From an optimization exercise on the open Yosys and OpenROAD flow, aimed at small area, a short achievable clock period and few clock cycles; shortcuts taken in it are not production practice.
In this exercise RTL edits were held to simulation tests only and were not proved equivalent to the original.
No activity file was given, so power comes from the tool's default toggle rates.

## cache_top
module cache_top (
  input  logic        Clock,
  input  logic        reset,
  input  logic        psel,
  input  logic        penable,
  input  logic        pwrite,
  input  logic [7:0]  paddr,
  input  logic [31:0] pwdata,
  output logic [31:0] prdata,
  output logic        pready,
  output logic        pslverr
);
For scale: roughly 5200 cells after synthesis, roughly 79 I/O pins, roughly 73000 um2 of cells after synthesis.
Settings: LEC_CHECK=0, CAP_MARGIN=20, CORE_MARGIN=2, CORE_UTILIZATION=50, SETUP_SLACK_MARGIN=4.4, SLEW_MARGIN=20; clock period 9.0 ns.
standard.sh (not shown) runs the stock make flow with config.mk's settings and CLKGATE_MAP_FILE= SYNTH_SCRIPT=/design/flow/synth_recipe.tcl, a recipe that flattens the netlist after the stock synthesis.
==> flow/flow/run.sh <==
#!/bin/bash
# Standard layout, with two changes: the clock tree is built from larger sink
# clusters without dummy loads, and the slow 4:1 mux and 3x2-input AOI cells
# are added to the platform's don't-use list (synthesis otherwise puts them on
# the bus read-data path). make's output goes to flow_make.log; each step's
# own log is under orfs/logs.
set -euo pipefail
export CTS_ARGS="-sink_clustering_enable -repair_clock_nets -sink_clustering_size 22 -sink_clustering_max_diameter 60 -dont_use_dummy_load"
PLATFORM_DONT_USE=$(make -s -C "$FLOW_HOME" DESIGN_CONFIG="$PWD/config.mk" WORK_HOME="$PWD/orfs" print-DONT_USE_CELLS | sed -n 's/^DONT_USE_CELLS: //p')
EXTRA="sky130_fd_sc_hd__mux4_1 sky130_fd_sc_hd__mux4_2 sky130_fd_sc_hd__mux4_4 sky130_fd_sc_hd__a222oi_1"
echo "DONT_USE_CELLS: $PLATFORM_DONT_USE $EXTRA" > dont_use.log
bash standard.sh "DONT_USE_CELLS=$PLATFORM_DONT_USE $EXTRA" finish > flow_make.log 2>&1
The starting point produced a clean layout.
Testbench counts at the start, summed over its fixed seeds: cycles 17,704.
Next try:
--- a/flow/flow/run.sh
+++ b/flow/flow/run.sh
@@ -6,5 +6,5 @@
 # own log is under orfs/logs.
 set -euo pipefail
-export CTS_ARGS="-sink_clustering_enable -repair_clock_nets -sink_clustering_size 22 -sink_clustering_max_diameter 60 -dont_use_dummy_load"
+export CTS_ARGS="-sink_clustering_enable -repair_clock_nets -sink_clustering_size 25 -sink_clustering_max_diameter 70 -dont_use_dummy_load"
 PLATFORM_DONT_USE=$(make -s -C "$FLOW_HOME" DESIGN_CONFIG="$PWD/config.mk" WORK_HOME="$PWD/orfs" print-DONT_USE_CELLS | sed -n 's/^DONT_USE_CELLS: //p')
 EXTRA="sky130_fd_sc_hd__mux4_1 sky130_fd_sc_hd__mux4_2 sky130_fd_sc_hd__mux4_4 sky130_fd_sc_hd__a222oi_1"
- CORE_UTILIZATION: 50 -> 45
- TNS_END_PERCENT: unset -> 5
After rerunning:
- core utilization falls by 5.8 points
- worst setup slack loses 270 ps
- routed wire length rose by a few percent
- synthesized area is unchanged
- global-route usage is lower by 3.2 points
- die area goes up by roughly a tenth
- power decreases by a few percent
- sequential power stays flat
- non-clock buffer count grows by 24
- worst hold slack is about the same
- final cell count rose by a few percent
Next try:
--- a/flow/flow/run.sh
+++ b/flow/flow/run.sh
@@ -6,5 +6,5 @@
 # own log is under orfs/logs.
 set -euo pipefail
-export CTS_ARGS="-sink_clustering_enable -repair_clock_nets -sink_clustering_size 25 -sink_clustering_max_diameter 70 -dont_use_dummy_load"
+export CTS_ARGS="-sink_clustering_enable -repair_clock_nets -sink_clustering_size 30 -sink_clustering_max_diameter 80 -dont_use_dummy_load"
 PLATFORM_DONT_USE=$(make -s -C "$FLOW_HOME" DESIGN_CONFIG="$PWD/config.mk" WORK_HOME="$PWD/orfs" print-DONT_USE_CELLS | sed -n 's/^DONT_USE_CELLS: //p')
 EXTRA="sky130_fd_sc_hd__mux4_1 sky130_fd_sc_hd__mux4_2 sky130_fd_sc_hd__mux4_4 sky130_fd_sc_hd__a222oi_1"
- CORE_UTILIZATION: 45 -> 50
- SETUP_SLACK_MARGIN: 4.4 -> 4.7
- TNS_END_PERCENT: 5 -> unset
Result: Cell area grows by 1.8%; routed wire length grows by 1.4%; sequential cell count stays the same; global-route usage increases by 5.4 points; worst setup slack improves by 270 ps; register-to-register slack is worse by 20 ps; clock skew is higher by 15 ps.
Next try:
- SETUP_SLACK_MARGIN: 4.7 -> 4.4
What happened: Wire length falls by 5.7%; setup slack got worse by 16 ps; area after synthesis stays the same; utilization falls by 1.9 points; die area does not change; fmax falls by 0.34%.
Next try:
==> flow/run.sh (new file) <==
#!/bin/bash
# synth_recipe.tcl (not shown) runs the flow's synth.tcl, then flattens the netlist and writes it again
# the make line also repeats each setting of config.mk as NAME=value (left out here)
make -C /OpenROAD-flow-scripts/flow DESIGN_CONFIG=/design/flow/config.mk WORK_HOME=/design/flow/orfs CLKGATE_MAP_FILE= SYNTH_SCRIPT=/design/flow/synth_recipe.tcl finish
- CORE_UTILIZATION: 50 -> 45
- CTS_CLUSTER_DIAMETER: unset -> 60
- CTS_CLUSTER_SIZE: unset -> 25
- SETUP_SLACK_MARGIN: 4.4 -> 4.5
removed: flow/flow/run.sh
removed: flow/standard.sh
What happened: Setup slack gets worse by 210 ps. Combinational power climbs by about 5%. Final area climbs by 3.8%. Register-to-register slack gets worse by 120 ps. Power climbs by 15%. Hold slack gets worse by 8.0 ps. Maximum frequency drops by 4.2%.
Next try:
==> flow/flow/run.sh (new file) <==
#!/bin/bash
# Standard layout, with two changes: the clock tree is built from larger sink
# clusters without dummy loads, and the slow 4:1 mux and 3x2-input AOI cells
# are added to the platform's don't-use list (synthesis otherwise puts them on
# the bus read-data path). make's output goes to flow_make.log; each step's
# own log is under orfs/logs.
set -euo pipefail
export CTS_ARGS="-sink_clustering_enable -repair_clock_nets -sink_clustering_size 30 -sink_clustering_max_diameter 80 -dont_use_dummy_load"
PLATFORM_DONT_USE=$(make -s -C "$FLOW_HOME" DESIGN_CONFIG="$PWD/config.mk" WORK_HOME="$PWD/orfs" print-DONT_USE_CELLS | sed -n 's/^DONT_USE_CELLS: //p')
EXTRA="sky130_fd_sc_hd__mux4_1 sky130_fd_sc_hd__mux4_2 sky130_fd_sc_hd__mux4_4 sky130_fd_sc_hd__a222oi_1"
echo "DONT_USE_CELLS: $PLATFORM_DONT_USE $EXTRA" > dont_use.log
bash standard.sh "DONT_USE_CELLS=$PLATFORM_DONT_USE $EXTRA" finish > flow_make.log 2>&1
==> flow/standard.sh (new file) <==
#!/bin/bash
# synth_recipe.tcl (not shown) runs the flow's synth.tcl, then flattens the netlist and writes it again
# the make line also repeats each setting of config.mk as NAME=value (left out here)
make -C /OpenROAD-flow-scripts/flow DESIGN_CONFIG=/design/flow/config.mk WORK_HOME=/design/flow/orfs CLKGATE_MAP_FILE= SYNTH_SCRIPT=/design/flow/synth_recipe.tcl "${@:-finish}"
- CORE_UTILIZATION: 45 -> 50
- CTS_CLUSTER_DIAMETER: 60 -> unset
- CTS_CLUSTER_SIZE: 25 -> unset
- SETUP_SLACK_MARGIN: 4.5 -> 4.4
- TNS_END_PERCENT: unset -> 5
removed: flow/run.sh
After rerunning: Die area decreases by 9.3%; first-iteration DRC count goes down by 15%; sequential power stays flat; cell area shrinks by about 4.3%; via count drops by about 3%; flip-flop and latch count is unchanged; setup slack gains 160 ps; final cell count went down by about 5%; critical path depth came out higher by 3.

## what the ideal ports hide
The flow's constraints put no driver on any port. The routed layouts listed below were extracted and timed again, unchanged, in two steps.
Step 1: set_driving_cell puts a clkbuf_16 on Clock and a buf_2 on each other input, an assumption about the parent block.
Step 2 adds t to the input delays and takes it off the output delays; t is the mean of the earliest and latest rising clock arrival at the registers after step 1. Input paths then give back, and output paths get back, about the clock's delay inside the block.
a / b / c = no drivers / after step 1 / after step 2; a / b = the first two.
| run | shift t [ns] | slack for setup (ns) | worst hold slack (ns) | pins driven straight from the clock port |
|---|---|---|---|---|
| the first run | 0.861 | 4.232 / 4.029 / 3.167 | 0.481 / 0.481 / 0.481 | 1 |
| the second run | 0.843 | 3.967 / 3.726 / 2.883 | 0.482 / 0.482 / 0.482 | 1 |
| the third run | 0.833 | 4.241 / 4.061 / 3.403 | 0.480 / 0.480 / 0.480 | 1 |
| the fourth run | 0.810 | 4.225 / 4.010 / 3.199 | 0.486 / 0.486 / 0.486 | 1 |
| the fifth run | 0.897 | 4.016 / 3.952 / 3.225 | 0.478 / 0.478 / 0.478 | 1 |
| the sixth run | 0.835 | 4.177 / 4.112 / 3.370 | 0.483 / 0.483 / 0.483 | 1 |
After both steps setup and hold are still met in every run listed. For the second run, which loses most, drivers alone change the setup slack by -0.241 ns; drivers and shift together by -1.084 ns.
